Context: an optimization exercise on an open-source flow, tuned for small area and a short achievable clock period. The choices shown serve that exercise and are no tape-out recipe. RTL that was checked went through simulation tests only; none was proved equivalent to the original. Function not checked in run 1: the RTL went through the layout flow alone. No activity file was given, so power comes from the tool's default toggle rates.

==> design.v <==
`default_nettype none
package prog_mem_ctrl_pkg;
    localparam int c_INST_W = 16;
endpackage
`default_nettype wire
`default_nettype none
module prog_byte_ram (
    input  logic        clk,
    input  logic        load,       
    input  logic        valid,      
    input  logic [7:0]  waddr,      
    input  logic [7:0]  wdata,
    input  logic [6:0]  raddr,      
    output logic [15:0] rdata
);
    logic [2047:0] r_bits;      
    logic [2047:0] w_next;
    always_ff @(posedge clk) begin
        r_bits <= w_next;
    end
    logic [15:0] w_whi;         
    logic [15:0] w_whi_n;
    logic [15:0] w_wlo;         
    logic [15:0] w_wlo_v_n;     
    logic [255:0] w_we;         
    logic [255:0] w_keep;       
    always_comb begin
        for (int j = 0; j < 16; j++) begin
            w_whi[j]     = load && (waddr[7:4] == 4'(j));
            w_whi_n[j]   = !(load && (waddr[7:4] == 4'(j)));
            w_wlo[j]     = (waddr[3:0] == 4'(j));
            w_wlo_v_n[j] = !(valid && (waddr[3:0] == 4'(j)));
        end
    end
    for (genvar i = 0; i < 256; i++) begin : g_wrow
        pmc_nor2  u_we   (.a(w_whi_n[i/16]), .b(w_wlo_v_n[i%16]), .y(w_we[i]));
        pmc_nand2 u_keep (.a(w_whi[i/16]), .b(w_wlo[i%16]),  .y(w_keep[i]));
        for (genvar b = 0; b < 8; b++) begin : g_bit
            pmc_ao22 u_d (.a0(w_we[i]), .b0(wdata[b]), .a1(w_keep[i]), .b1(r_bits[8*i+b]),
                          .y(w_next[8*i+b]));
        end
    end
    logic [7:0]   w_rhi_n;      
    logic [15:0]  w_rlo_n;      
    logic [127:0] w_wl;         
    always_comb begin
        for (int j = 0; j < 8; j++)  w_rhi_n[j] = (raddr[6:4] != 3'(j));
        for (int k = 0; k < 16; k++) w_rlo_n[k] = (raddr[3:0] != 4'(k));
    end
    for (genvar w = 0; w < 128; w++) begin : g_wl
        pmc_nor2 u_wl (.a(w_rhi_n[w/16]), .b(w_rlo_n[w%16]), .y(w_wl[w]));
    end
    for (genvar b = 0; b < 16; b++) begin : g_rbit
        logic [127:0] w_col;
        for (genvar w = 0; w < 128; w++) begin : g_col
            assign w_col[w] = r_bits[16*w + b];
        end
        pmc_sel128 u_sel (.wl(w_wl), .d(w_col), .y(rdata[b]));
    end
endmodule
module pmc_sel128 (
    input  logic [127:0] wl,
    input  logic [127:0] d,
    output logic         y
);
    logic [42:0] w_n;           
    logic [10:0] w_p;           
    logic [2:0]  w_q_n;
    for (genvar g = 0; g < 42; g++) begin : g_aoi
        pmc_aoi222 u_aoi (.a0(wl[3*g]),   .b0(d[3*g]),
                          .a1(wl[3*g+1]), .b1(d[3*g+1]),
                          .a2(wl[3*g+2]), .b2(d[3*g+2]), .y(w_n[g]));
    end
    pmc_aoi22 u_aoi_last (.a0(wl[126]), .b0(d[126]), .a1(wl[127]), .b1(d[127]), .y(w_n[42]));
    for (genvar g = 0; g < 10; g++) begin : g_nand
        pmc_nand4 u_nand (.a(w_n[4*g]), .b(w_n[4*g+1]), .c(w_n[4*g+2]), .d(w_n[4*g+3]), .y(w_p[g]));
    end
    pmc_nand3 u_nand_last (.a(w_n[40]), .b(w_n[41]), .c(w_n[42]), .y(w_p[10]));
    pmc_nor4 u_nor0 (.a(w_p[0]), .b(w_p[1]), .c(w_p[2]), .d(w_p[3]), .y(w_q_n[0]));
    pmc_nor4 u_nor1 (.a(w_p[4]), .b(w_p[5]), .c(w_p[6]), .d(w_p[7]), .y(w_q_n[1]));
    pmc_nor3 u_nor2 (.a(w_p[8]), .b(w_p[9]), .c(w_p[10]), .y(w_q_n[2]));
    pmc_nand3 u_out (.a(w_q_n[0]), .b(w_q_n[1]), .c(w_q_n[2]), .y(y));
endmodule
module pmc_nor2 (input logic a, input logic b, output logic y);
    assign y = !(a | b);
endmodule
module pmc_nand2 (input logic a, input logic b, output logic y);
    assign y = !(a & b);
endmodule
module pmc_nand3 (input logic a, input logic b, input logic c, output logic y);
    assign y = !(a & b & c);
endmodule
module pmc_nand4 (input logic a, input logic b, input logic c, input logic d, output logic y);
    assign y = !(a & b & c & d);
endmodule
module pmc_nor3 (input logic a, input logic b, input logic c, output logic y);
    assign y = !(a | b | c);
endmodule
module pmc_nor4 (input logic a, input logic b, input logic c, input logic d, output logic y);
    assign y = !(a | b | c | d);
endmodule
module pmc_ao22 (input logic a0, input logic b0, input logic a1, input logic b1, output logic y);
    assign y = (a0 & b0) | (a1 & b1);
endmodule
module pmc_aoi22 (input logic a0, input logic b0, input logic a1, input logic b1, output logic y);
    assign y = !((a0 & b0) | (a1 & b1));
endmodule
module pmc_aoi222 (input logic a0, input logic b0, input logic a1, input logic b1,
                   input logic a2, input logic b2, output logic y);
    assign y = !((a0 & b0) | (a1 & b1) | (a2 & b2));
endmodule
`default_nettype wire
`default_nettype none
module prog_mem_ctrl (
    input  logic        clk,
    input  logic        rst,
    input  logic        load_start,
    input  logic        load_valid,
    input  logic [7:0]  load_byte,
    output logic        load_ready,
    input  logic        load_end,
    output logic [8:0]  load_count,
    input  logic        fetch_req,
    input  logic [15:0] fetch_addr,
    output logic        fetch_ready,
    output logic        fetch_valid,
    output logic [15:0] fetch_inst,
    output logic        fetch_err
);
    logic        r_idle;
    logic        r_load;
    logic        r_resp;
    logic [7:0]  r_wptr;
    logic [8:0]  r_load_count;
    logic [15:0] r_inst_pre;   
    logic        r_err_pre;    
    logic [15:0] r_inst_hold;
    logic        r_err_hold;
    logic        w_wr_en;
    logic        w_last;
    logic [15:0] w_rdata;
    logic        w_err;
    logic        w_take_fetch;
    assign w_wr_en = r_load && load_valid;
    assign w_last  = w_wr_en && (r_wptr == 8'hff);
    prog_byte_ram u_ram (
        .clk   (clk),
        .load  (r_load),
        .valid (load_valid),
        .waddr (r_wptr),
        .wdata (load_byte),
        .raddr (fetch_addr[7:1]),
        .rdata (w_rdata)
    );
    assign w_err = fetch_addr[0] || (|fetch_addr[15:8]) ||
                   ({1'b0, fetch_addr[7:1]} >= r_load_count[8:1]);
    assign w_take_fetch = r_idle && !load_start && fetch_req;
    assign load_ready  = r_load;
    assign fetch_ready = r_idle;
    assign fetch_valid = r_resp && !rst;
    assign fetch_inst  = rst ? r_inst_hold : r_inst_pre;
    assign fetch_err   = rst ? r_err_hold  : r_err_pre;
    assign load_count  = r_load_count;
    always_ff @(posedge clk) begin
        if (rst) begin
            r_idle       <= 1'b1;
            r_load       <= 1'b0;
            r_resp       <= 1'b0;
            r_wptr       <= '0;
            r_load_count <= '0;
            r_inst_pre   <= '0;
            r_err_pre    <= 1'b0;
            r_inst_hold  <= '0;
            r_err_hold   <= 1'b0;
        end else begin
            r_idle <= (r_idle && !load_start && !fetch_req) || r_resp ||
                      (r_load && (load_end || w_last));
            r_load <= (r_idle && load_start) || (r_load && !load_end && !w_last);
            r_resp <= w_take_fetch;
            if (r_idle && load_start) begin
                r_wptr <= '0;
            end else if (w_wr_en) begin
                r_wptr <= r_wptr + 8'd1;
            end
            if (r_load && (load_end || w_last)) begin
                r_load_count <= {1'b0, r_wptr} + {8'd0, w_wr_en};
            end
            r_inst_hold <= r_inst_pre;
            r_err_hold  <= r_err_pre;
            if (w_take_fetch) begin
                r_inst_pre <= w_err ? 16'h0000 : w_rdata;
                r_err_pre  <= w_err;
            end
        end
    end
endmodule
`default_nettype wire
==> run.sh <==
#!/bin/bash
# synth_recipe.tcl (not shown) runs the flow's synth.tcl, then flattens the netlist and writes it again
# the make line also repeats each setting of config.mk as NAME=value (left out here)
make -C /OpenROAD-flow-scripts/flow DESIGN_CONFIG=/design/flow/config.mk WORK_HOME=/design/flow/orfs CLKGATE_MAP_FILE= SYNTH_SCRIPT=/design/flow/synth_recipe.tcl finish
==> config.mk <==
export PLATFORM = sky130hd
export DESIGN_NAME = prog_mem_ctrl
export DESIGN_NICKNAME = prog_mem_ctrl
export VERILOG_FILES = /design/flow/design.v
export SDC_FILE = /design/flow/constraint.sdc
export NUM_CORES = 4
export LEC_CHECK = 0
export CAP_MARGIN = 20
export CORE_MARGIN = 2
export CORE_UTILIZATION = 65
export CTS_BUF_LIST = sky130_fd_sc_hd__clkbuf_4
export CTS_CLUSTER_SIZE = 20
export SETUP_SLACK_MARGIN = 4.0
export SLEW_MARGIN = 20
export SYNTH_HIERARCHICAL = 1
==> constraint.sdc <==
create_clock -name core_clock -period 7.0 [get_ports {clk}]
set_input_delay 1.4000 -clock core_clock [delete_from_list [all_inputs] [get_ports {clk}]]
set_output_delay 1.4000 -clock core_clock [all_outputs]
set_load 0.01 [all_outputs]
==> summary.txt, run 1 <==
Worst setup path
  • R2R depth: 5
  • Slowest-stage cell, CP: nor2b_4
  • Crit start category: input pin
  • Worst path bufs/invs: 4
  • Worst path cell trace: buf_16 -> buf_16 -> buf_4 -> nor2b_4 -> a21o_1 -> buf_2
  • CP Data Required Time: 5.60 ns
  • Max incr delay on CP: 0.27 ns
  • Crit end category: primary output
  • Family with the most delay on the worst path: buffers and inverters
  • Critical path depth in cells: 6
  • Worst Setup Path Type: input pin to primary output
  • CP most frequent cell: buf_16
  • Crit Path Max Fanout: 7
  • Worst Path Arrival: between 2 and 2.5 ns

Final layout
  • Net count, final: 6874
  • Fillers: 7674
  • Final core occ: 76.1%
  • Layout cell share with drive strength beyond 1: 18.9%
  • Syn-to-layout area delta: 16.6%

Timing
  • Count of final setup violators: 0
  • Final min period: 3.80 ns
  • Setup WS post-layout: about 3.2 ns
  • RSZ-0062 raised after global routing: yes
  • Hold WS: roughly 0.45 ns
  • Max Clk Rate: between 0.2 and 0.3 GHz
  • Setup TNS: 0 ns
  • Clock Skew: 0.0985 ns
  • Worst-Margin Slew: 1.31 ns
  • Slew HR: 12.8%
  • Final hold violation count: 0
  • Pins Over Slew Limit: 0
  • Final worst-path cycle share: 54.3%

Yosys
  • Sequential fraction of the synthesis area: 57.6%
  • Top cell type's share of synthesized area: a little under three fifths
  • Post-synthesis net count: roughly 6000
  • Synth cell count leaders: dfxtp_1, a22o_1, a222oi_1
  • Syn_area_per_cell: approximately 12 um^2
  • Number of flops mapped to enable cells by yosys: 0
  • Count leader, synth: dfxtp_1
  • Synth Flop Type: dfxtp_1
  • Asr flop ratio synth: 0%
  • Post-synth cell types: 53
  • Seq cells post-synth: 2102
  • Synth area leaders: dfxtp_1, a22o_1, a222oi_1, nor2_1, nand2_1
  • Synth area leader: dfxtp_1
  • Synth Instances: 6051
  • Mapped Area: 73100 um^2
  • Yosys warnings: 8

Die
  • Die Ht: roughly 340 um
  • Rows: 123
  • Starting Density: 65.2%
  • Die area: 115000 um^2
  • Core area: 112000 um^2
  • Die width: 339 um
  • Ports: 59

Place
  • Routability congestion estimate: roughly 1
  • Post-Place Worst Slack: 1.57 ns
  • Hpwl dp: 178000 um
  • Port-buffer cells: a little under 60

Worst hold path
  • WHS Path Cells: 1
  • Tightest Hold Check Type: flip-flop to flip-flop

Global route
  • Gr ovfl total: 0
  • First-pass GRT wire length: 423000 um
  • GRT Total Usage: around half
  • Vias in the first global route: 63547
  • Initial antenna violation count: 25
  • Largest net degree at the start of global routing: between 100 and 150

Power
  • Max rail drop VDD: 0.233 mV
  • Pwr dens: 266 nW/um^2
  • Leakage: 32.0 nW
  • Tot Pwr: 0.0227 W

Drt
  • Average wire per standard cell: roughly 34 um
  • Post-DRT Antenna Nets: 0
  • DRC Markers: 0
  • Initial DRC count: 15500
  • DR pass1 iterations: 17
  • Via count: about 70000
  • Routed WL: 295000 um
  • Vias per cell: 7.94

Clocking
  • CTS max path bufs: 4
  • TritonCTS Buffers: 536
  • CTS clock-pin slew for the worst setup and hold paths: 0.05 ns
  • TritonCTS Sinks: 2102
  • Worst skew pair latency: 1.34 ns
  • Root Driver: clkbuf_4
  • CTS tree: done
  • H-tree depth: 6

Run status
  • Status: timing/DRC/antenna clean

Flow run
  • Max_cap viols: 0
==> final timing paths <==
kind | start | endpoint | slack, ns
worst min register to register | r_resp | r_idle | 0.45
worst min-delay path | r_resp | r_idle | 0.45
worst max-delay path | rst | fetch_inst[14] | 3.20
worst max register to register | r_wptr[1] | u_ram.r_bits[215] | 3.90
==> metrics by stage <==
stage	instances	cell area [um^2]
after floorplan	6051	73300
after global placement	7696	76700
after detailed placement	7697	76700
after CTS	8613	84300
after global routing	8663	85200
final	8670	85200
==> routing by layer <==
metal	GRT usage, %	wire length, um	up-vias	part of all wire [%]
met5	0	402	-	0.14
met4	32.8	21800	42	7.4
met3	21.0	47800	1358	16
met2	64.4	117000	6605	40
met1	63.6	108000	32972	37
li1	-	-	27834	-
==> repair_timing <==
action | 4_1_cts | 5_1_grt
pin swaps | 38 | 51
resized for setup | 368 | 104
buffers inserted | 55 | 39
endpoints found under the setup margin | 911 | 959
gates cloned | 3 | 0
hold buffers | 0 | 0
==> layout make-up <==
class                   instances  area [um^2]  share of cell area, %
flip-flops and latches       2102        42100                   49.4
multi-input cells            3918        32200                   37.8
clock buffers                 744         5590                   6.55
repair buffers                268         2650                   3.11
well taps                    1500         1880                   2.20
clock inverters               114          688                  0.808
diodes                         16         40.0                 0.0470
inverters                       8         30.0                 0.0352
==> placed cells by master (no fill, tap or decap), drive strengths merged, types with 16 or more instances in the layout <==
| master | Yosys | routed |
|---|---|---|
| a21o | 18 | 18 |
| a222oi | 672 | 672 |
| a22o | 2048 | 2048 |
| a22oi | 16 | 16 |
| buf | 10 | 252 |
| clkbuf | 13 | 745 |
| clkinv | 0 | 89 |
| dfxtp | 2102 | 2102 |
| diode | 0 | 16 |
| inv | 8 | 22 |
| nand2 | 316 | 316 |
| nand3 | 52 | 52 |
| nand4 | 164 | 164 |
| nand4b | 16 | 16 |
| nor2 | 432 | 432 |
| nor2b | 28 | 28 |
| nor3 | 30 | 30 |
| nor4 | 34 | 34 |
| o21ai | 18 | 18 |
==> power by group <==
part	total, W	internal (W)	switching, W
combinational	0.000584	0.000126	0.000457
clock	0.0101	0.00521	0.00491
sequential	0.0120	0.0120	0.0000150
==> per-module statistics from Yosys (local to each module, per instance), a selection <==
module         cells inside  flip-flops and latches
pmc_ao22                  1                       0
pmc_aoi22                 1                       0
pmc_aoi222                1                       0
pmc_nand2                 1                       0
pmc_nand3                 1                       0
pmc_nand4                 1                       0
pmc_nor2                  1                       0
pmc_nor3                  1                       0
pmc_nor4                  1                       0
prog_byte_ram          2176                    2048
prog_mem_ctrl           259                      54
==> flip-flops by register name (all words and copies together) (netlist names) <==
| signal | flops |
|---|---|
| r_err_pre | 1 |
| r_idle | 1 |
| r_inst_hold | 16 |
| u_ram.r_bits | 2048 |
| r_load_count | 9 |
| r_err_hold | 1 |
| r_inst_pre | 16 |
| r_load | 1 |
| r_resp | 1 |
| r_wptr | 8 |
==> kinds of logic after synthesis <==
group / Yosys count / synth area share, %
compound gates: 2789 / 34.5
flops: 2102 / 57.6
simple gates: 1104 / 7.28
buf+inv: 31 / 0.226
xor+xnor: 11 / 0.132
fa+ha+maj: 10 / 0.171
mux: 4 / 0.0548
==> run 2: changes to the inputs <==
--- a/design.v
+++ b/design.v
@@ -110,2 +110,10 @@
     assign y = !((a0 & b0) | (a1 & b1) | (a2 & b2));
+endmodule
+`default_nettype wire
+`default_nettype none
+module pmc_inv (input logic a, output logic y);
+    assign y = !a;
+endmodule
+module pmc_a21oi (input logic a1, input logic a2, input logic b1, output logic y);
+    assign y = !((a1 & a2) | b1);
 endmodule
@@ -136,4 +144,4 @@
     logic        r_err_pre;    
-    logic [15:0] r_inst_hold;
-    logic        r_err_hold;
+    logic [15:0] r_inst_hold_n;   
+    logic        r_err_hold_n;
     logic        w_wr_en;
@@ -143,2 +151,3 @@
     logic        w_take_fetch;
+    logic        w_rst_n;      
     assign w_wr_en = r_load && load_valid;
@@ -160,7 +169,23 @@
     assign fetch_valid = r_resp && !rst;
-    assign fetch_inst  = rst ? r_inst_hold : r_inst_pre;
-    assign fetch_err   = rst ? r_err_hold  : r_err_pre;
+    logic [16:0] w_pre_sel_n;
+    for (genvar b = 0; b < 17; b++) begin : g_omux
+        if (b < 16) begin : g_inst
+            pmc_nor2  u_nor (.a(rst), .b(r_inst_pre[b]), .y(w_pre_sel_n[b]));
+            pmc_a21oi u_out (.a1(rst), .a2(r_inst_hold_n[b]), .b1(w_pre_sel_n[b]),
+                             .y(fetch_inst[b]));
+        end else begin : g_err
+            pmc_nor2  u_nor (.a(rst), .b(r_err_pre), .y(w_pre_sel_n[b]));
+            pmc_a21oi u_out (.a1(rst), .a2(r_err_hold_n), .b1(w_pre_sel_n[b]),
+                             .y(fetch_err));
+        end
+    end
+    pmc_inv  u_rst_n   (.a(rst), .y(w_rst_n));
     assign load_count  = r_load_count;
     always_ff @(posedge clk) begin
-        if (rst) begin
+        if (load_start && r_idle) begin
+            r_wptr <= '0;
+        end else if (w_wr_en) begin
+            r_wptr <= r_wptr + 8'd1;
+        end
+        if (!w_rst_n) begin
             r_idle       <= 1'b1;
@@ -168,3 +193,2 @@
             r_resp       <= 1'b0;
-            r_wptr       <= '0;
             r_load_count <= '0;
@@ -172,4 +196,4 @@
             r_err_pre    <= 1'b0;
-            r_inst_hold  <= '0;
-            r_err_hold   <= 1'b0;
+            r_inst_hold_n <= '1;
+            r_err_hold_n  <= 1'b1;
         end else begin
@@ -179,7 +203,2 @@
             r_resp <= w_take_fetch;
-            if (r_idle && load_start) begin
-                r_wptr <= '0;
-            end else if (w_wr_en) begin
-                r_wptr <= r_wptr + 8'd1;
-            end
             if (r_load && (load_end || w_last)) begin
@@ -187,4 +206,4 @@
             end
-            r_inst_hold <= r_inst_pre;
-            r_err_hold  <= r_err_pre;
+            r_inst_hold_n <= ~r_inst_pre;
+            r_err_hold_n  <= ~r_err_pre;
             if (w_take_fetch) begin
==> flow/run.sh (new file) <==
#!/bin/bash
# Layout flow: the standard ORFS flow (standard.sh) with two changes:
#  - clock tree synthesis without dummy loads, clusters of at most 16 sinks
#    within 50 um, clkbuf_8 buffers;
#  - the reset input and the fetch response outputs placed as one pin group
#    (flow/io.tcl), since reset acts on those outputs within the cycle.
# Each tool's output goes to its ORFS log under orfs/logs/; make's own output
# goes to make_finish.log in the work folder.
set -euo pipefail
cd "$(dirname "$0")/.."
CTS="-sink_clustering_enable -repair_clock_nets -dont_use_dummy_load"
CTS="$CTS -sink_clustering_size 16 -sink_clustering_max_diameter 50"
CTS="$CTS -buf_list sky130_fd_sc_hd__clkbuf_8"
bash standard.sh "CTS_ARGS=$CTS" "IO_CONSTRAINTS=$PWD/flow/io.tcl" finish > make_finish.log 2>&1
==> flow/io.tcl (new file) <==
# Keep the reset input and the fetch response outputs next to each other.
set_io_pin_constraint -group -order -pin_names {rst fetch_valid fetch_err fetch_inst[0] fetch_inst[1] fetch_inst[2] fetch_inst[3] fetch_inst[4] fetch_inst[5] fetch_inst[6] fetch_inst[7] fetch_inst[8] fetch_inst[9] fetch_inst[10] fetch_inst[11] fetch_inst[12] fetch_inst[13] fetch_inst[14] fetch_inst[15]}
==> standard.sh (new file) <==
#!/bin/bash
# synth_recipe.tcl (not shown) runs the flow's synth.tcl, then flattens the netlist and writes it again
# the make line also repeats each setting of config.mk as NAME=value (left out here)
make -C /OpenROAD-flow-scripts/flow DESIGN_CONFIG=/design/flow/config.mk WORK_HOME=/design/flow/orfs CLKGATE_MAP_FILE= SYNTH_SCRIPT=/design/flow/synth_recipe.tcl "${@:-finish}"
--- a/config.mk
+++ b/config.mk
@@ -9,5 +9,3 @@
 export CORE_MARGIN = 2
-export CORE_UTILIZATION = 65
-export CTS_BUF_LIST = sky130_fd_sc_hd__clkbuf_4
-export CTS_CLUSTER_SIZE = 20
+export CORE_UTILIZATION = 45
 export SETUP_SLACK_MARGIN = 4.0
removed: run.sh
==> run 2 against run 1 <==
- flip-flop and latch count stayed put
- setup slack improved by 0.33 ns
- design area down 1.6%
- first-iteration DRC count decreased by 12%
- still clean
- maximum frequency is 9.6% higher
==> summary.txt, run 2 <==
Timing
  • Hold WS: 0.427 ns (-0.0264 ns)
  • Count of final setup violators: 0 (unchanged)
  • Final worst-path cycle share: 49.5% (-4.8 points)
  • Final min period: 3.46 ns (-0.334 ns)
  • Max Clk Rate: 0.289 GHz (+9.6%)
  • Worst-Margin Slew: 1.20 ns (-0.112 ns)
  • Pins Over Slew Limit: 0 (unchanged)
  • RSZ-0062 raised after global routing: yes
  • Final hold violation count: 0 (unchanged)
  • Clock Skew: 0.110 ns (+0.0114 ns)
  • Slew HR: 20.1% (+7.3 points)
  • Setup TNS: 0 ns (unchanged)

Flow run
  • Max_cap viols: 0 (unchanged)

Worst setup path
  • Worst Setup Path Type: input pin to primary output
  • Crit Path Max Fanout: 7 (unchanged)
  • Crit end category: primary output
  • R2R setup slack: 3.90 ns (about the same)
  • Slowest-stage cell, CP: a21oi_4
  • Max incr delay on CP: 0.31 ns (+0.04 ns)
  • CP Data Required Time: 5.60 ns (about the same)
  • Worst Path Arrival: 2.06 ns (-0.34 ns)
  • Worst path cell trace: buf_16 -> a21oi_4 -> buf_2
  • Crit start category: input pin
  • Family with the most delay on the worst path: buffers and inverters
  • Worst path bufs/invs: 2 (-2)

Final layout
  • Syn-to-layout area delta: 14.9%
  • Most frequent cells in the layout: dfxtp_1, a22o_1, a222oi_1
  • Most flop-heavy register: u_ram.r_bits
  • Commonest non-fill, non-tap cell in the layout: dfxtp_1
  • Net count, final: 6625 (-3.6%)
  • Max reg flops: 2048 (unchanged)
  • Final Instance Area: 83900 um^2 (-1.6%)
  • Top flop regs: u_ram.r_bits: 2048 flops, r_inst_hold_n: 16 flops, r_inst_pre: 16 flops
  • Layout cell share with drive strength beyond 1: 14.5% (-4.4 points)

Drt
  • Routed WL: 302000 um (+2.1%)
  • Post-DRT Antenna Nets: 0 (unchanged)
  • Via count: 64227 (-6.7%)
  • Initial DRC count: 13600 (-12%)
  • Average wire per standard cell: 34.5 um (+1.2%)
  • DRC Markers: 0 (unchanged)
  • DR pass1 iterations: 13 (-4)
  • Vias per cell: 7.34 (-7.5%)

Die
  • Die Ht: 407 um (+20%)
  • Rows: 147 (+20%)
  • Core area: 161000 um^2 (+44%)
  • Die area: 165000 um^2 (+44%)
  • Ports: 59 (unchanged)
  • Starting Density: 45.4% (-20 points)
  • Die width: 407 um (+20%)

Yosys
  • Count leader, synth: dfxtp_1
  • Synth area leader: dfxtp_1
  • Post-synthesis simple-gate area fraction: 7.13% (-0.16 points)
  • Sequential fraction of the synthesis area: 57.6% (about the same)
  • Compound-cell area share of the yosys netlist: 34.7% (+0.19 points)
  • Top cell type's share of synthesized area: 57.6% (about the same)
  • XOR/XNOR share of the synthesized area: 0.132% (about the same)
  • Syn_area_per_cell: 12.1 um^2 (-0.16%)
  • Synth area leaders: dfxtp_1, a22o_1, a222oi_1, nor2_1, nand2_1
  • Multiplexer share of the synthesized area: 0.0274% (-0.027 points)
  • Post-synth cell types: 47 (-11%)
  • Synth cell count leaders: dfxtp_1, a22o_1, a222oi_1
  • Synth Flop Type: dfxtp_1
  • Asr flop ratio synth: 0% (unchanged)
  • Synth Area in Adders: 0.171% (about the same)
  • Synth Instances: 6056 (+0.083%)
  • Seq cells post-synth: 2102 (unchanged)
  • Mapped Area: 73000 um^2 (about the same)
  • Post-synthesis net count: 6096 (+0.082%)
  • Yosys warnings: 8 (unchanged)
  • Number of flops mapped to enable cells by yosys: 0 (unchanged)
  • Main combinational cell family by area after synthesis: compound AO/OA/AOI/OAI gates

Place
  • Hpwl dp: 190000 um (+6.3%)
  • Routability congestion estimate: 0.989 (-3.6%)
  • Port-buffer cells: 58 (unchanged)
  • DP Area: 77800 um^2 (+1.4%)

Clocking
  • Post-CTS Hold Buffers: 0 (unchanged)
  • Root Driver: clkbuf_8
  • TritonCTS Sinks: 2102 (unchanged)
  • Worst skew pair latency: 0.99 ns (-0.35 ns)
  • CTS clock-pin slew for the worst setup and hold paths: 0.07 ns (+0.02 ns)
  • CTS max path bufs: 3 (-1)
  • TritonCTS Buffers: 180 (-66%)
  • H-tree depth: 4 (-2)
  • CTS tree: done

Power
  • Pwr dens: 227 nW/um^2 (-15%)
  • Max rail drop VDD: 0.217 mV (-7.1%)
  • Leakage: 30.1 nW (-5.7%)

Worst hold path
  • Tightest Hold Check Type: flip-flop to flip-flop

Global route
  • Vias in the first global route: 58431 (-8.1%)
  • First-pass GRT wire length: 427000 um (+1.1%)
  • Gr ovfl total: 0 (unchanged)
  • GRT Total Usage: 34.8% (-14 points)
  • Largest net degree at the start of global routing: 147 (-1.3%)
  • Initial antenna violation count: 13 (-48%)

Run status
  • Status: timing/DRC/antenna clean
[run 2: metal layers]
metal	part of all wire [%]	vias to the layer above	GRT usage (%)	wire length (um)
li1	-	26873	-	-
met1	41	31954	49.6	125000
met2	41	4681	49.5	125000
met3	12	713	8.78	37300
met4	4.8	6	15.4	14400
met5	0.0099	-	0	30
[run 2: worst register-to-register path: cells and delay by family (launching register included)]
kind | cells | cell delay [ns]
compound gates | 1 | 0.24
flops | 1 | 0.48
simple gates | 3 | 2.28
[run 2: what timing repair did]
item | 4_1_cts | 5_1_grt
setup endpoints to repair | 1269 | 1348
cloned | 14 | 3
hold endpoints to repair | 0 | 0
pin swaps | 154 | 84
resized for setup | 491 | 162
buffers inserted | 98 | 55
[run 2: cell type report]
type                            count  area, um^2
Multi-Input combinational cell   3926       32700
Tap cell                         2160        2700
Timing Repair Buffer              364        3810
Fill cell                       13933       77000
Antenna cell                        5        12.5
Inverter                           11        45.0
Clock buffer                      180        2480
Sequential cell                  2102       42100
[run 2: cell families (layout without fill, tap and decap cells)]
group           after synthesis  count (layout)
fa+ha+maj                    10              10
flops                      2102            2102
compound gates             2797            2797
mux                           2               2
other cells                   0               5
buf+inv                      29             555
xor+xnor                     11              11
simple gates               1105            1106
[run 2: report_power, final]
group	switching (W)	internal (W)
Clock	0.00395	0.00229
Combinational	0.000572	0.000192
Sequential	0.0000412	0.0120
[run 2: metrics by stage]
| stage | cells | total power [W] | worst slack, ns | util (%) |
|---|---|---|---|---|
| after floorplan | 6056 | 0.0124 | 3.82 | - |
| after global placement | 8389 | 0.0129 | 0.838 | 48.2 |
| after detailed placement | 8392 | 0.0129 | 1.20 | 48.3 |
| after CTS | 8684 | 0.0190 | 3.56 | 51.4 |
| after global routing | 8745 | 0.0195 | 3.57 | 52.1 |
| final | 8748 | 0.0190 | 3.54 | 52.1 |
[run 2: worst paths after layout]
check	cells past startpoint	to	start
max reg2reg	4	u_ram.r_bits[309]	r_wptr[6]
min	1	r_inst_hold_n[8]	r_inst_pre[8]
max	3	fetch_inst[10]	rst
min reg2reg	1	r_inst_hold_n[8]	r_inst_pre[8]
[run 2: modules after synthesis (local to each module, per instance), excerpt]
| module | times used | area [um^2] |
|---|---|---|
| pmc_inv | 1 | 3.75 |
| pmc_nor4 | 32 | 12.5 |
| pmc_aoi22 | 16 | 12.5 |
| pmc_a21oi | 17 | 8.76 |
| pmc_aoi222 | 672 | 10.0 |
| pmc_ao22 | 2048 | 8.76 |
| prog_byte_ram | 1 | 41600 |
| pmc_nand2 | 256 | 3.75 |
| pmc_nor2 | 401 | 3.75 |
| prog_mem_ctrl | 1 | 2160 |
| pmc_nor3 | 16 | 10.0 |
| pmc_nand4 | 160 | 6.26 |
==> run 3: changes to the inputs <==
--- a/config.mk
+++ b/config.mk
@@ -10,3 +10,3 @@
 export CORE_UTILIZATION = 45
-export SETUP_SLACK_MARGIN = 4.0
+export SETUP_SLACK_MARGIN = 3.7
 export SLEW_MARGIN = 20
==> run 3 against run 2 <==
- still clean on timing, DRC and antenna
- non-clock buffer count is 31 lower
- combinational power is 5.6% lower
- area after synthesis is the same
- routed wire length is 1.4% higher
- global-route usage grew 0.29 points
==> summary.txt, run 3 <==
Yosys
  • Number of flops mapped to enable cells by yosys: 0 (unchanged)
  • Syn_area_per_cell: 12.1 um^2 (unchanged)
  • Post-synth cell types: 47 (unchanged)
  • Count leader, synth: dfxtp_1
  • Asr flop ratio synth: 0% (unchanged)
  • Synth area leaders: dfxtp_1, a22o_1, a222oi_1, nor2_1, nand2_1
  • Sequential fraction of the synthesis area: 57.6% (unchanged)
  • Seq cells post-synth: 2102 (unchanged)
  • Synth cell count leaders: dfxtp_1, a22o_1, a222oi_1
  • Top cell type's share of synthesized area: 57.6% (unchanged)
  • Synth Instances: 6056 (unchanged)
  • Yosys warnings: 8 (unchanged)
  • Post-synthesis net count: 6096 (unchanged)
  • Mapped Area: 73000 um^2 (unchanged)
  • Synth area leader: dfxtp_1
  • Synth Flop Type: dfxtp_1

Clocking
  • Worst skew pair latency: 0.95 ns (-0.04 ns)
  • TritonCTS Sinks: 2102 (unchanged)
  • H-tree depth: 4 (unchanged)
  • Root Driver: clkbuf_8
  • TritonCTS Buffers: 184 (+2.2%)
  • CTS clock-pin slew for the worst setup and hold paths: 0.08 ns (about the same)
  • CTS tree: done
  • CTS max path bufs: 3 (unchanged)
  • Post-CTS Hold Buffers: 0 (unchanged)

Timing
  • Slew HR: 21.9% (+1.8 points)
  • Clock Skew: 0.143 ns (+0.0334 ns)
  • Setup TNS: 0 ns (unchanged)
  • RSZ-0062 raised after global routing: yes
  • Final hold violation count: 0 (unchanged)
  • Final worst-path cycle share: 51.7% (+2.2 points)
  • Worst-Margin Slew: 1.17 ns (-0.0270 ns)
  • Setup WS post-layout: 3.38 ns (-0.153 ns)
  • Final min period: 3.62 ns (+0.153 ns)
  • Count of final setup violators: 0 (unchanged)
  • Max Clk Rate: 0.276 GHz (-4.2%)
  • Pins Over Slew Limit: 0 (unchanged)

Worst setup path
  • Worst Setup Path Type: input pin to primary output
  • R2R setup slack: 3.65 ns (-0.25 ns)
  • Worst Path Arrival: 2.22 ns (+0.16 ns)
  • Crit end category: primary output
  • Worst path cell trace: buf_16 -> clkbuf_16 -> nor2_4 -> a21oi_4 -> buf_6
  • Family with the most delay on the worst path: buffers and inverters
  • CP Data Required Time: 5.60 ns (about the same)
  • Crit Path Max Fanout: 7 (unchanged)
  • Crit start category: input pin
  • Max incr delay on CP: 0.28 ns (-0.03 ns)
  • Slowest-stage cell, CP: a21oi_4
  • Worst path bufs/invs: 3 (+1)

Drt
  • Average wire per standard cell: 35.1 um (+1.7%)
  • Post-DRT Antenna Nets: 0 (unchanged)
  • Initial DRC count: 12287 (-9.7%)
  • DRC Markers: 0 (unchanged)
  • DR pass1 iterations: 11 (-2)
  • Vias per cell: 7.38 (+0.51%)
  • Routed WL: 306000 um (+1.4%)
  • Via count: 64399 (+0.27%)

Final layout
  • Finished Layout Cells: 8727 (-0.24%)
  • Most frequent cells in the layout: dfxtp_1, a22o_1, a222oi_1
  • Max reg flops: 2048 (unchanged)
  • Layout cell share with drive strength beyond 1: 12.3% (-2.2 points)
  • Net count, final: 6600 (-0.38%)
  • Top flop regs: u_ram.r_bits: 2048 flops, r_inst_hold_n: 16 flops, r_inst_pre: 16 flops
  • Most flop-heavy register: u_ram.r_bits
  • Final Instance Area: 82800 um^2 (-1.3%)
  • Syn-to-layout area delta: 13.4%
  • Commonest non-fill, non-tap cell in the layout: dfxtp_1

Global route
  • First-pass GRT wire length: 431000 um (+0.85%)
  • GR peak layer: met2
  • Gr ovfl total: 0 (unchanged)
  • Met1 Usage GRT: 48.7% (-0.88 points)
  • Vias in the first global route: 58875 (+0.76%)
  • Largest net degree at the start of global routing: 143 (-2.7%)
  • GRT Total Usage: 35.1% (+0.29 points)
  • Initial antenna violation count: 17 (+4)
  • Routing usage on met2: 49.6% (+0.13 points)
  • Met3 Usage GRT: 9.63% (+0.85 points)

Place
  • Port-buffer cells: 58 (unchanged)
  • Routability congestion estimate: 0.993 (+0.33%)
  • Inst Count DP: 8404 (+0.14%)
  • Hpwl dp: 193000 um (+2.0%)
  • Post-Place Worst Slack: 1.25 ns (+0.0481 ns)
  • DP Area: 77700 um^2 (about the same)

Die
  • Rows: 147 (unchanged)
  • Die Ht: 407 um (unchanged)
  • Die width: 407 um (unchanged)
  • Ports: 59 (unchanged)
  • Core area: 161000 um^2 (unchanged)
  • Die area: 165000 um^2 (unchanged)
  • Starting Density: 45.4% (unchanged)

Power
  • Max rail drop VDD: 0.197 mV (-9.3%)
  • Tot Pwr: 0.0190 W (about the same)
  • Leakage: 29.9 nW (-0.89%)
  • Pwr dens: 230 nW/um^2 (+1.4%)

Worst hold path
  • Tightest Hold Check Type: flip-flop to flip-flop

Run status
  • Status: timing/DRC/antenna clean

Flow run
  • Max_cap viols: 0 (unchanged)
==> run 3: path summary, 6_finish.rpt <==
kind / cells past startpoint / to / from
worst max-delay path: 5 / fetch_inst[7] / rst
worst min-delay path: 1 / r_inst_hold_n[3] / r_inst_pre[3]
worst max register to register: 4 / u_ram.r_bits[1746] / r_wptr[4]
worst min register to register: 1 / r_inst_hold_n[3] / r_inst_pre[3]
==> run 3: cell type report <==
class	instances	area [um^2]
fill	14074	78200
sequential	2102	42100
multi-input combinational	3928	32100
timing repair buffer	333	3250
tap	2160	2700
clock buffer	184	2530
inverter	11	41.3
antenna	9	22.5
==> run 3: cells by family after synthesis <==
| kind of cell | synth area share (%) |
|---|---|
| flops | 57.6 |
| mux | 0.0274 |
| simple gates | 7.13 |
| xor+xnor | 0.132 |
| buf+inv | 0.173 |
| fa+ha+maj | 0.171 |
| compound gates | 34.7 |
==> run 3: layer usage <==
layer  wire [um]  vias up  part of all wire, %
li1            -    26851                    -
met1      124000    32069                   41
met2      127000     4650                   41
met3       37700      819                   12
met4       17200       10                  5.6
met5          84        -                0.027
==> run 3: power breakdown <==
part	total (W)	switching (W)	internal, W
logic	0.000720	0.000552	0.000167
registers	0.0120	0.0000507	0.0120
clock network	0.00627	0.00394	0.00234
==> run 3: per-module statistics from Yosys, one instance, submodules excluded, excerpt <==
module	cell area [um^2]	flip-flops and latches	cells
prog_mem_ctrl	2160	54	229
pmc_nand2	3.75	0	1
pmc_aoi22	12.5	0	1
prog_byte_ram	41600	2048	2176
pmc_ao22	8.76	0	1
pmc_nor2	3.75	0	1
pmc_inv	3.75	0	1
pmc_nand3	5.00	0	1
pmc_nand4	6.26	0	1
pmc_aoi222	10.0	0	1
pmc_nor4	12.5	0	1
pmc_a21oi	8.76	0	1
pmc_nor3	10.0	0	1
==> run 3: repair_timing <==
action | in CTS | in global routing
setup buffers | 49 | 67
resized for setup | 320 | 125
endpoints found under the setup margin | 240 | 468
cloned | 6 | 8
pin swaps | 71 | 53
==> run 3: per-stage QoR <==
stage | hold WS [ns] | util, %
floorplan | 0.372 | -
global placement | 0.387 | 48.3
detailed placement | 0.388 | 48.3
CTS | 0.393 | 50.7
global route | 0.428 | 51.4
finish | 0.404 | 51.4
==> run 4: changes to the inputs <==
==> flow/run.sh (replaced) <==
#!/bin/bash
# Layout flow: the standard ORFS flow, with clock tree synthesis run
# without dummy loads and with larger sink clusters. Each tool's output
# goes to the ORFS logs under orfs/logs/; make's own output to make_finish.log.
set -euo pipefail
cd "$(dirname "$0")/.."
CTS="-sink_clustering_enable -repair_clock_nets -dont_use_dummy_load"
CTS="$CTS -sink_clustering_size 16 -sink_clustering_max_diameter 50"
CTS="$CTS -buf_list sky130_fd_sc_hd__clkbuf_8"
bash standard.sh "CTS_ARGS=$CTS" finish > make_finish.log 2>&1
--- a/config.mk
+++ b/config.mk
@@ -10,3 +10,3 @@
 export CORE_UTILIZATION = 45
-export SETUP_SLACK_MARGIN = 3.7
+export SETUP_SLACK_MARGIN = 4.0
 export SLEW_MARGIN = 20
removed: flow/io.tcl
==> run 4 against run 3 <==
- first-iteration DRC count grew 9.8%
- setup slack gained 0.11 ns
- utilization grew 0.91 points
- still clean
- maximum frequency grew 3.1%
- global-route usage is essentially flat
- sequential power is essentially flat
==> summary.txt, run 4 <==
Place
  • Routability congestion estimate: 0.980 (-1.3%)
  • Post-Place Worst Slack: 1.38 ns (+0.133 ns)
  • Hpwl dp: 189000 um (-2.3%)
  • Port-buffer cells: 58 (unchanged)
  • DP Area: 77800 um^2 (about the same)

Worst setup path
  • Slowest-stage cell, CP: nor4_4
  • Critical path depth in cells: 11 (+6)
  • Crit Path Max Fanout: 16 (+9)
  • CP Data Required Time: 7.83 ns (+2.23 ns)
  • R2R depth: 4 (unchanged)
  • Worst Path Arrival: 4.34 ns (+2.12 ns)
  • Family with the most delay on the worst path: simple AND/OR/NAND/NOR gates
  • Crit end category: flip-flop
  • Max incr delay on CP: 0.84 ns (+0.56 ns)
  • Crit start category: input pin
  • Worst path cell trace: buf_12 -> buf_4 -> nand3_4 -> buf_12 -> buf_4 -> nor2_4 -> a222oi_1 -> nand4_1 -> nor4_4 -> nand3_1 -> a31o_1
  • Worst path bufs/invs: 4 (+1)
  • Worst Setup Path Type: input pin to flip-flop

Die
  • Starting Density: 45.4% (unchanged)
  • Core area: 161000 um^2 (unchanged)
  • Die width: 407 um (unchanged)
  • Die Ht: 407 um (unchanged)
  • Die area: 165000 um^2 (unchanged)
  • Rows: 147 (unchanged)
  • Ports: 59 (unchanged)

Clocking
  • CTS tree: done
  • H-tree depth: 4 (unchanged)
  • CTS max path bufs: 3 (unchanged)
  • Worst skew pair latency: 0.98 ns (+0.03 ns)
  • CTS clock-pin slew for the worst setup and hold paths: 0.08 ns (about the same)
  • TritonCTS Buffers: 182 (-1.1%)
  • Root Driver: clkbuf_8
  • Post-CTS Hold Buffers: 0 (unchanged)
  • TritonCTS Sinks: 2102 (unchanged)

Final layout
  • Register Area: 42100 um^2 (about the same)
  • Syn-to-layout area delta: 15.4%
  • Net count, final: 6678 (+1.2%)
  • Max reg flops: 2048 (unchanged)
  • Top flop regs: u_ram.r_bits: 2048 flops, r_inst_hold_n: 16 flops, r_inst_pre: 16 flops
  • Commonest non-fill, non-tap cell in the layout: dfxtp_1
  • Layout cell share with drive strength beyond 1: 15.4% (+3.2 points)
  • Fillers: 13942 (-0.94%)
  • Final Instance Area: 84200 um^2 (+1.8%)
  • Area of the multi-input gates: 32800 um^2 (+2.0%)
  • Most frequent cells in the layout: dfxtp_1, a22o_1, a222oi_1
  • Most flop-heavy register: u_ram.r_bits
  • Final core occ: 52.3% (+0.91 points)

Drt
  • DR pass1 iterations: 13 (+2)
  • Initial DRC count: 13487 (+9.8%)
  • Post-DRT Antenna Nets: 0 (unchanged)
  • DRC Markers: 0 (unchanged)
  • Average wire per standard cell: 34.8 um (-0.75%)
  • Vias per cell: 7.38 (about the same)
  • Routed WL: 306000 um (about the same)
  • Via count: 64939 (+0.84%)

Yosys
  • Mapped Area: 73000 um^2 (unchanged)
  • Main combinational cell family by area after synthesis: compound AO/OA/AOI/OAI gates
  • Synth area leaders: dfxtp_1, a22o_1, a222oi_1, nor2_1, nand2_1
  • Post-synth cell types: 47 (unchanged)
  • Multiplexer share of the synthesized area: 0.0274% (unchanged)
  • Count leader, synth: dfxtp_1
  • Post-synthesis simple-gate area fraction: 7.13% (unchanged)
  • Synth area leader: dfxtp_1
  • Synth cell count leaders: dfxtp_1, a22o_1, a222oi_1
  • Post-synthesis net count: 6096 (unchanged)
  • Yosys warnings: 8 (unchanged)
  • XOR/XNOR share of the synthesized area: 0.132% (unchanged)
  • Synth Area in Adders: 0.171% (unchanged)
  • Number of flops mapped to enable cells by yosys: 0 (unchanged)
  • Sequential fraction of the synthesis area: 57.6% (unchanged)
  • Seq cells post-synth: 2102 (unchanged)
  • Syn_area_per_cell: 12.1 um^2 (unchanged)
  • Asr flop ratio synth: 0% (unchanged)
  • Synth Instances: 6056 (unchanged)
  • Compound-cell area share of the yosys netlist: 34.7% (unchanged)
  • Synth Flop Type: dfxtp_1
  • Top cell type's share of synthesized area: 57.6% (unchanged)

Global route
  • Vias in the first global route: 59461 (+1.0%)
  • Gr ovfl total: 0 (unchanged)
  • GR peak layer: met2
  • Met1 Usage GRT: 48.3% (-0.37 points)
  • Initial antenna violation count: 10 (-7)
  • GRT Total Usage: 35.1% (about the same)
  • First-pass GRT wire length: 431000 um (+0.13%)
  • Met3 Usage GRT: 10.2% (+0.60 points)
  • Largest net degree at the start of global routing: 140 (-2.1%)
  • Routing usage on met2: 49.6% (-0.051 points)

Worst hold path
  • WHS Path Cells: 1 (unchanged)
  • Tightest Hold Check Type: flip-flop to flip-flop

Timing
  • Setup WS post-layout: 3.49 ns (+0.108 ns)
  • Slew HR: 17.0% (-4.9 points)
  • Pins Over Slew Limit: 0 (unchanged)
  • Max Clk Rate: 0.285 GHz (+3.1%)
  • Final min period: 3.51 ns (-0.108 ns)
  • Worst-Margin Slew: 1.24 ns (+0.0714 ns)
  • RSZ-0062 raised after global routing: yes
  • Count of final setup violators: 0 (unchanged)
  • Setup TNS: 0 ns (unchanged)
  • Clock Skew: 0.0949 ns (-0.0483 ns)
  • Final worst-path cycle share: 50.1% (-1.5 points)
  • Final hold violation count: 0 (unchanged)

Flow run
  • Max_cap viols: 0 (unchanged)

Power
  • Tot Pwr: 0.0191 W (+0.16%)
  • Max rail drop VDD: 0.231 mV (+17%)
  • Leakage: 30.5 nW (+2.0%)
  • Pwr dens: 226 nW/um^2 (-1.6%)

Run status
  • Status: timing/DRC/antenna clean
[run 4: cell type report]
cell class | count | share of cell area (%)
Antenna cell | 2 | 0.00594
Clock buffer | 182 | 2.97
Inverter | 11 | 0.0490
Multi-Input combinational cell | 3927 | 38.9
Sequential cell | 2102 | 50.0
Tap cell | 2160 | 3.21
Timing Repair Buffer | 414 | 4.88
[run 4: cells by family (layout without fill, tap and decap cells)]
| kind of cell | count (synthesis) | count (layout) |
|---|---|---|
| AND/OR/NAND/NOR | 1105 | 1107 |
| other | 0 | 2 |
| flip-flops | 2102 | 2102 |
| adder cells (fa/ha/maj) | 10 | 10 |
| XOR/XNOR | 11 | 11 |
| multiplexers | 2 | 2 |
| AO/OA/AOI/OAI | 2797 | 2797 |
| buffers and inverters | 29 | 607 |
[run 4: what timing repair did]
action                     in CTS  in global routing
gates cloned                   13                  3
setup endpoints to repair    1828               1588
resized for setup             538                154
setup buffers                 114                 89
pin swaps                     174                 85
[run 4: stage by stage]
stage,hold WS [ns],std cells
final,0.417,8798
after global routing,0.426,8797
after CTS,0.402,8702
after detailed placement,0.391,8393
after global placement,0.385,8391
after floorplan,0.372,6056
[run 4: power by group]
group | switching (W) | total, W | internal, W
logic | 0.000567 | 0.000760 | 0.000193
registers | 0.0000486 | 0.0120 | 0.0120
clock network | 0.00395 | 0.00627 | 0.00231
total | 0.00457 | 0.0191 | 0.0145
[run 4: final timing paths]
path / startpoint / to / slack, ns
setup reg to reg: r_wptr[4] / u_ram.r_bits[1192] / 3.97
setup / recovery: fetch_addr[4] / r_inst_pre[1] / 3.49
hold reg to reg: r_inst_pre[12] / r_inst_hold_n[12] / 0.42
hold / removal: r_inst_pre[12] / r_inst_hold_n[12] / 0.42
[run 4: Yosys stat by module (local to each module, per instance), excerpt]
module / area [um^2] / copies in the design / flops+latches / cells inside
pmc_nor4: 12.5 / 32 / 0 / 1
pmc_aoi222: 10.0 / 672 / 0 / 1
pmc_inv: 3.75 / 1 / 0 / 1
prog_byte_ram: 41600 / 1 / 2048 / 2176
prog_mem_ctrl: 2160 / 1 / 54 / 229
pmc_nor3: 10.0 / 16 / 0 / 1
pmc_aoi22: 12.5 / 16 / 0 / 1
[run 4: worst register-to-register path, stage by stage (launching register included)]
cell and delay (ns):
dfxtp_1 0.76, nor2b_2 0.63, nand2_2 0.53, nor2_1 0.75
a22o_1 0.26
[run 4: per-layer routing]
layer / wire, um / part of all wire, % / up-vias
li1: - / - / 26989
met1: 122000 / 40 / 32219
met2: 127000 / 41 / 4868
met3: 40400 / 13 / 853
met4: 17200 / 5.6 / 10
met5: 55 / 0.018 / -
==> run 5: changes to the inputs <==
--- a/design.v
+++ b/design.v
@@ -13,3 +13,3 @@
     input  logic [6:0]  raddr,      
-    output logic [15:0] rdata
+    output logic [15:0] rdata_n     
 );
@@ -57,3 +57,3 @@
         end
-        pmc_sel128 u_sel (.wl(w_wl), .d(w_col), .y(rdata[b]));
+        pmc_sel128 u_sel (.wl(w_wl), .d(w_col), .y_n(rdata_n[b]));
     end
@@ -63,7 +63,8 @@
     input  logic [127:0] d,
-    output logic         y
+    output logic         y_n
 );
-    logic [42:0] w_n;           
-    logic [10:0] w_p;           
-    logic [2:0]  w_q_n;
+    logic [42:0] w_n1;          
+    logic [11:0] w_p2;          
+    logic [5:0]  w_n3;          
+    logic [1:0]  w_p4;          
     for (genvar g = 0; g < 42; g++) begin : g_aoi
@@ -71,13 +72,19 @@
                           .a1(wl[3*g+1]), .b1(d[3*g+1]),
-                          .a2(wl[3*g+2]), .b2(d[3*g+2]), .y(w_n[g]));
-    end
-    pmc_aoi22 u_aoi_last (.a0(wl[126]), .b0(d[126]), .a1(wl[127]), .b1(d[127]), .y(w_n[42]));
-    for (genvar g = 0; g < 10; g++) begin : g_nand
-        pmc_nand4 u_nand (.a(w_n[4*g]), .b(w_n[4*g+1]), .c(w_n[4*g+2]), .d(w_n[4*g+3]), .y(w_p[g]));
-    end
-    pmc_nand3 u_nand_last (.a(w_n[40]), .b(w_n[41]), .c(w_n[42]), .y(w_p[10]));
-    pmc_nor4 u_nor0 (.a(w_p[0]), .b(w_p[1]), .c(w_p[2]), .d(w_p[3]), .y(w_q_n[0]));
-    pmc_nor4 u_nor1 (.a(w_p[4]), .b(w_p[5]), .c(w_p[6]), .d(w_p[7]), .y(w_q_n[1]));
-    pmc_nor3 u_nor2 (.a(w_p[8]), .b(w_p[9]), .c(w_p[10]), .y(w_q_n[2]));
-    pmc_nand3 u_out (.a(w_q_n[0]), .b(w_q_n[1]), .c(w_q_n[2]), .y(y));
+                          .a2(wl[3*g+2]), .b2(d[3*g+2]), .y(w_n1[g]));
+    end
+    pmc_aoi22 u_aoi_last (.a0(wl[126]), .b0(d[126]), .a1(wl[127]), .b1(d[127]), .y(w_n1[42]));
+    for (genvar g = 0; g < 7; g++) begin : g_nand4
+        pmc_nand4 u_nand (.a(w_n1[4*g]), .b(w_n1[4*g+1]), .c(w_n1[4*g+2]), .d(w_n1[4*g+3]),
+                          .y(w_p2[g]));
+    end
+    for (genvar g = 0; g < 5; g++) begin : g_nand3
+        pmc_nand3 u_nand (.a(w_n1[28+3*g]), .b(w_n1[28+3*g+1]), .c(w_n1[28+3*g+2]),
+                          .y(w_p2[7+g]));
+    end
+    for (genvar g = 0; g < 6; g++) begin : g_nor
+        pmc_nor2 u_nor (.a(w_p2[2*g]), .b(w_p2[2*g+1]), .y(w_n3[g]));
+    end
+    pmc_nand3 u_nand_a (.a(w_n3[0]), .b(w_n3[1]), .c(w_n3[2]), .y(w_p4[0]));
+    pmc_nand3 u_nand_b (.a(w_n3[3]), .b(w_n3[4]), .c(w_n3[5]), .y(w_p4[1]));
+    pmc_nor2  u_out    (.a(w_p4[0]), .b(w_p4[1]), .y(y_n));
 endmodule
@@ -94,8 +101,2 @@
     assign y = !(a & b & c & d);
-endmodule
-module pmc_nor3 (input logic a, input logic b, input logic c, output logic y);
-    assign y = !(a | b | c);
-endmodule
-module pmc_nor4 (input logic a, input logic b, input logic c, input logic d, output logic y);
-    assign y = !(a | b | c | d);
 endmodule
@@ -148,3 +149,3 @@
     logic        w_last;
-    logic [15:0] w_rdata;
+    logic [15:0] w_rdata_n;
     logic        w_err;
@@ -161,3 +162,3 @@
         .raddr (fetch_addr[7:1]),
-        .rdata (w_rdata)
+        .rdata_n (w_rdata_n)
     );
@@ -209,3 +210,3 @@
             if (w_take_fetch) begin
-                r_inst_pre <= w_err ? 16'h0000 : w_rdata;
+                r_inst_pre <= w_err ? 16'h0000 : ~w_rdata_n;
                 r_err_pre  <= w_err;
==> flow/run.sh (replaced) <==
#!/bin/bash
# Layout flow: the standard ORFS flow (standard.sh) with two changes:
#  - clock tree synthesis without dummy loads, clusters of at most 16 sinks
#    within 50 um, clkbuf_8 buffers;
#  - the reset input and the fetch response outputs placed as one pin group
#    (flow/io.tcl), since reset acts on those outputs within the cycle.
# Each tool's output goes to its ORFS log under orfs/logs/; make's own output
# goes to make_finish.log in the work folder.
set -euo pipefail
cd "$(dirname "$0")/.."
CTS="-sink_clustering_enable -repair_clock_nets -dont_use_dummy_load"
CTS="$CTS -sink_clustering_size 16 -sink_clustering_max_diameter 50"
CTS="$CTS -buf_list sky130_fd_sc_hd__clkbuf_8"
bash standard.sh "CTS_ARGS=$CTS" "IO_CONSTRAINTS=$PWD/flow/io.tcl" finish > make_finish.log 2>&1
==> flow/io.tcl (new file) <==
# Keep the reset input and the fetch response outputs next to each other.
set_io_pin_constraint -group -order -pin_names {rst fetch_valid fetch_err fetch_inst[0] fetch_inst[1] fetch_inst[2] fetch_inst[3] fetch_inst[4] fetch_inst[5] fetch_inst[6] fetch_inst[7] fetch_inst[8] fetch_inst[9] fetch_inst[10] fetch_inst[11] fetch_inst[12] fetch_inst[13] fetch_inst[14] fetch_inst[15]}
==> run 5 against run 4 <==
- critical path type is now input pin to primary output
- register-to-register slack got worse by 0.11 ns
- routed wire length is 0.31% lower
- flip-flop and latch count is the same
- largest cell class unchanged
- highest routed layer unchanged
- die area barely moved
- still clean on timing, DRC and antenna
- area after synthesis about the same
- design area fell by 0.79%
==> summary.txt, run 5 <==
Place
  • Routability congestion estimate: 1.02 (+4.2%)
  • Port-buffer cells: 58 (unchanged)
  • Post-Place Worst Slack: 1.24 ns (-0.139 ns)
  • Hpwl dp: 188000 um (-0.53%)

Drt
  • Post-DRT Antenna Nets: 0 (unchanged)
  • Routed WL: 305000 um (-0.31%)
  • Vias per cell: 7.40 (+0.25%)
  • DRC Markers: 0 (unchanged)
  • Initial DRC count: 13784 (+2.2%)
  • Average wire per standard cell: 34.6 um (-0.49%)
  • DR pass1 iterations: 14 (+1)
  • Via count: 65218 (+0.43%)

Die
  • Die area: 166000 um^2 (about the same)
  • Die Ht: 407 um (about the same)
  • Die width: 407 um (about the same)
  • Starting Density: 45.4% (about the same)
  • Rows: 147 (unchanged)
  • Ports: 59 (unchanged)
  • Core area: 161000 um^2 (unchanged)

Worst hold path
  • WHS Path Cells: 1 (unchanged)
  • Hold path endpoint: r_inst_hold_n[8]
  • Startpoint of the worst hold path: r_inst_pre[8]
  • Tightest Hold Check Type: flip-flop to flip-flop

Yosys
  • Asr flop ratio synth: 0% (unchanged)
  • Synth area leaders: dfxtp_1, a22o_1, a222oi_1, nor2_1, nand2_1
  • Mapped Area: 73100 um^2 (about the same)
  • Synth Flop Type: dfxtp_1
  • Count leader, synth: dfxtp_1
  • Synth cell count leaders: dfxtp_1, a22o_1, a222oi_1
  • Post-synth cell types: 54 (+15%)
  • Synth Instances: 6149 (+1.5%)
  • Top cell type's share of synthesized area: 57.6% (about the same)
  • Yosys warnings: 8 (unchanged)
  • Synth area leader: dfxtp_1
  • Seq cells post-synth: 2102 (unchanged)
  • Number of flops mapped to enable cells by yosys: 0 (unchanged)
  • Sequential fraction of the synthesis area: 57.6% (about the same)
  • Post-synthesis net count: 6189 (+1.5%)
  • Syn_area_per_cell: 11.9 um^2 (-1.5%)

Final layout
  • Net count, final: 6681 (+0.045%)
  • Fillers: 13904 (-0.27%)
  • Syn-to-layout area delta: 14.4%
  • Layout cell share with drive strength beyond 1: 13.8% (-1.6 points)
  • Most frequent cells in the layout: dfxtp_1, a22o_1, a222oi_1
  • Commonest non-fill, non-tap cell in the layout: dfxtp_1
  • Top flop regs: u_ram.r_bits: 2048 flops, r_inst_hold_n: 16 flops, r_inst_pre: 16 flops
  • Max reg flops: 2048 (unchanged)
  • Most flop-heavy register: u_ram.r_bits

Timing
  • Worst-Margin Slew: 1.33 ns (+0.0937 ns)
  • Clock Skew: 0.0604 ns (-0.0345 ns)
  • Slew HR: 10.8% (-6.2 points)
  • Setup WS post-layout: 3.64 ns (+0.151 ns)
  • Setup TNS: 0 ns (unchanged)
  • Count of final setup violators: 0 (unchanged)
  • Final worst-path cycle share: 48.0% (-2.2 points)
  • Final hold violation count: 0 (unchanged)
  • Max Clk Rate: 0.298 GHz (+4.5%)
  • Final min period: 3.36 ns (-0.151 ns)
  • RSZ-0062 raised after global routing: yes
  • Pins Over Slew Limit: 0 (unchanged)
  • Hold WS: 0.430 ns (+0.0125 ns)

Flow run
  • Max_cap viols: 0 (unchanged)

Worst setup path
  • Crit Reg-Reg Startpoint: r_wptr[6]
  • Worst path cell trace: buf_16 -> buf_12 -> nor2_4 -> a21oi_2 -> buf_2
  • Crit start category: input pin
  • Slowest-stage cell, CP: buf_12
  • Max incr delay on CP: 0.14 ns (-0.70 ns)
  • Crit Path Max Fanout: 8 (-8)
  • R2R setup slack: 3.86 ns (-0.11 ns)
  • Worst Setup Path Type: input pin to primary output
  • Reg2reg end: u_ram.r_bits[1648]
  • CP Data Required Time: 5.60 ns (-2.23 ns)
  • Worst Path Arrival: 1.96 ns (-2.38 ns)
  • Crit end category: primary output
  • R2R depth: 4 (unchanged)

Power
  • Tot Pwr: 0.0189 W (-0.72%)
  • Pwr dens: 226 nW/um^2 (about the same)
  • Max rail drop VDD: 0.157 mV (-32%)
  • Leakage: 30.1 nW (-1.0%)

Clocking
  • Root Driver: clkbuf_8
  • TritonCTS Sinks: 2102 (unchanged)
  • CTS tree: done
  • TritonCTS Buffers: 178 (-2.2%)
  • CTS clock-pin slew for the worst setup and hold paths: 0.10 ns (+0.02 ns)
  • Post-CTS Hold Buffers: 0 (unchanged)
  • H-tree depth: 4 (unchanged)
  • Worst skew pair latency: 0.97 ns (about the same)
  • CTS max path bufs: 3 (unchanged)

Global route
  • First-pass GRT wire length: 427000 um (-0.90%)
  • Vias in the first global route: 58179 (-2.2%)
  • Largest net degree at the start of global routing: 151 (+7.9%)
  • Gr ovfl total: 0 (unchanged)
  • GRT Total Usage: 34.9% (-0.24 points)
  • Initial antenna violation count: 14 (+4)

Run status
  • Status: timing/DRC/antenna clean
run 5: cell types whose count changed in the layout (fill, tap and decap cells not counted), moves of 30 or more:
cell	before	now
nand3_1	37	109
buf_4	263	192
nor2_1	209	280
nor2_4	66	135
nand4_1	165	117
nor2_2	182	141
buf_6	62	25
nor4_4	31	1
run 5: power by group:
group | leakage [nW] | switching [W] | internal (W)
sequential | 16.9 | 0.0000316 | 0.0120
clock | 1.28 | 0.00391 | 0.00227
combinational | 11.9 | 0.000551 | 0.000177
run 5: how the worst max path moves through the flow:
stage	cells after the start	slack, ns	from	endpoint
floorplan	8	3.75	fetch_addr[7]	r_inst_pre[7]
global placement	10	0.98	fetch_addr[3]	r_inst_pre[10]
detailed placement	10	1.24	fetch_addr[3]	r_inst_pre[10]
CTS	5	3.65	rst	fetch_inst[5]
global route	5	3.60	rst	fetch_inst[4]
finish	5	3.64	rst	fetch_inst[15]
run 5: logic make-up (layout without fill, tap and decap cells):
family | Yosys count | after routing | share of synthesized area, %
compound gates | 2798 | 2798 | 34.8
mux | 2 | 2 | 0.0274
simple gates | 1197 | 1204 | 7.10
fa+ha+maj | 10 | 10 | 0.171
other cells | 0 | 15 | 0
flops | 2102 | 2102 | 57.6
buf+inv | 29 | 512 | 0.170
xor+xnor | 11 | 11 | 0.132
run 5: final cells by class:
type                    count  area [um^2]  share of cell area, %
diodes                     15         37.5                 0.0449
clock buffers             178         2450                   2.93
inverters                  10         37.5                 0.0449
multi-input cells        4025        32800                   39.3
flip-flops and latches   2102        42100                   50.4
well taps                2160         2700                   3.23
repair buffers            324         3410                   4.08
run 5: repair_timing:
action,CTS,global route
buffers inserted,66,50
resized for setup,502,171
endpoints found under the setup margin,1302,554
pin swaps,126,138
cloned,6,10
run 5: stage by stage:
| stage | area, um^2 | util (%) | std cells |
|---|---|---|---|
| floorplan | 73200 | - | 6149 |
| global placement | 77800 | 48.3 | 8486 |
| detailed placement | 77800 | 48.4 | 8489 |
| CTS | 82300 | 51.2 | 8739 |
| global route | 83600 | 51.9 | 8803 |
| finish | 83600 | 51.9 | 8814 |
run 5: layer usage:
metal  global-route usage, %  vias to the layer above  wire (um)
met4                    15.9                       14      14900
li1                        -                    27025          -
met5                   0.238                        -         77
met1                    49.9                    32298     127000
met2                    46.9                     5080     122000
met3                    11.4                      801      41700
run 5: per-module statistics from Yosys (local to each module, per instance), a selection:
module / copies in the design / area (um^2) / cells inside
prog_byte_ram: 1 / 41600 / 2176
pmc_aoi22: 16 / 12.5 / 1
pmc_aoi222: 672 / 10.0 / 1
pmc_ao22: 2048 / 8.76 / 1
pmc_nand4: 112 / 6.26 / 1
pmc_inv: 1 / 3.75 / 1
pmc_nand2: 256 / 3.75 / 1
run 5: worst max-delay path: cells and delay by family:
family	cells	cell delay [ns]
buffers and inverters	3	0.39
AOI/OAI and AO/OA	1	0.12
and+or+nand+nor	1	0.04

[what the ideal ports hide]
Ports are ideal in the flow. The routed layouts listed here were re-timed in OpenROAD.
Step 1 (the two cells are an assumption about what drives the block):
set clk [get_ports {clk}]
set_driving_cell -lib_cell sky130_fd_sc_hd__clkbuf_16 $clk
set_driving_cell -lib_cell sky130_fd_sc_hd__buf_2 [delete_from_list [all_inputs] $clk]
Step 2 times the ports against the registers' clock, not the clock port: input delays grow and output delays shrink by t, the midpoint of the rising clock arrivals with the driver on.
a / b / c = no drivers / after step 1 / after step 2; a / b = the first two.
| run | t, ns | slack for setup (ns) | clock arrival spread, ns | worst data-port slew with drivers (ns) | pins driven straight from the clock port |
|---|---|---|---|---|---|
| run 1 | 1.365 | 3.202 / 3.116 / 2.426 | 0.105 / 0.105 | 0.18 | 1 |
| run 2 | 1.030 | 3.536 / 2.956 / 2.601 | 0.135 / 0.135 | 0.65 | 1 |
| run 3 | 0.982 | 3.382 / 3.296 / 2.494 | 0.182 / 0.181 | 0.24 | 1 |
| run 4 | 1.022 | 3.490 / 2.994 / 2.470 | 0.115 / 0.115 | 0.63 | 1 |
| run 5 | 1.017 | 3.641 / 3.394 / 2.590 | 0.088 / 0.088 | 0.26 | 1 |
After both steps setup and hold are still met in every run listed. The setup slack of run 5, which loses most, moves by -0.247 ns with the drivers and by -1.051 ns with both steps.
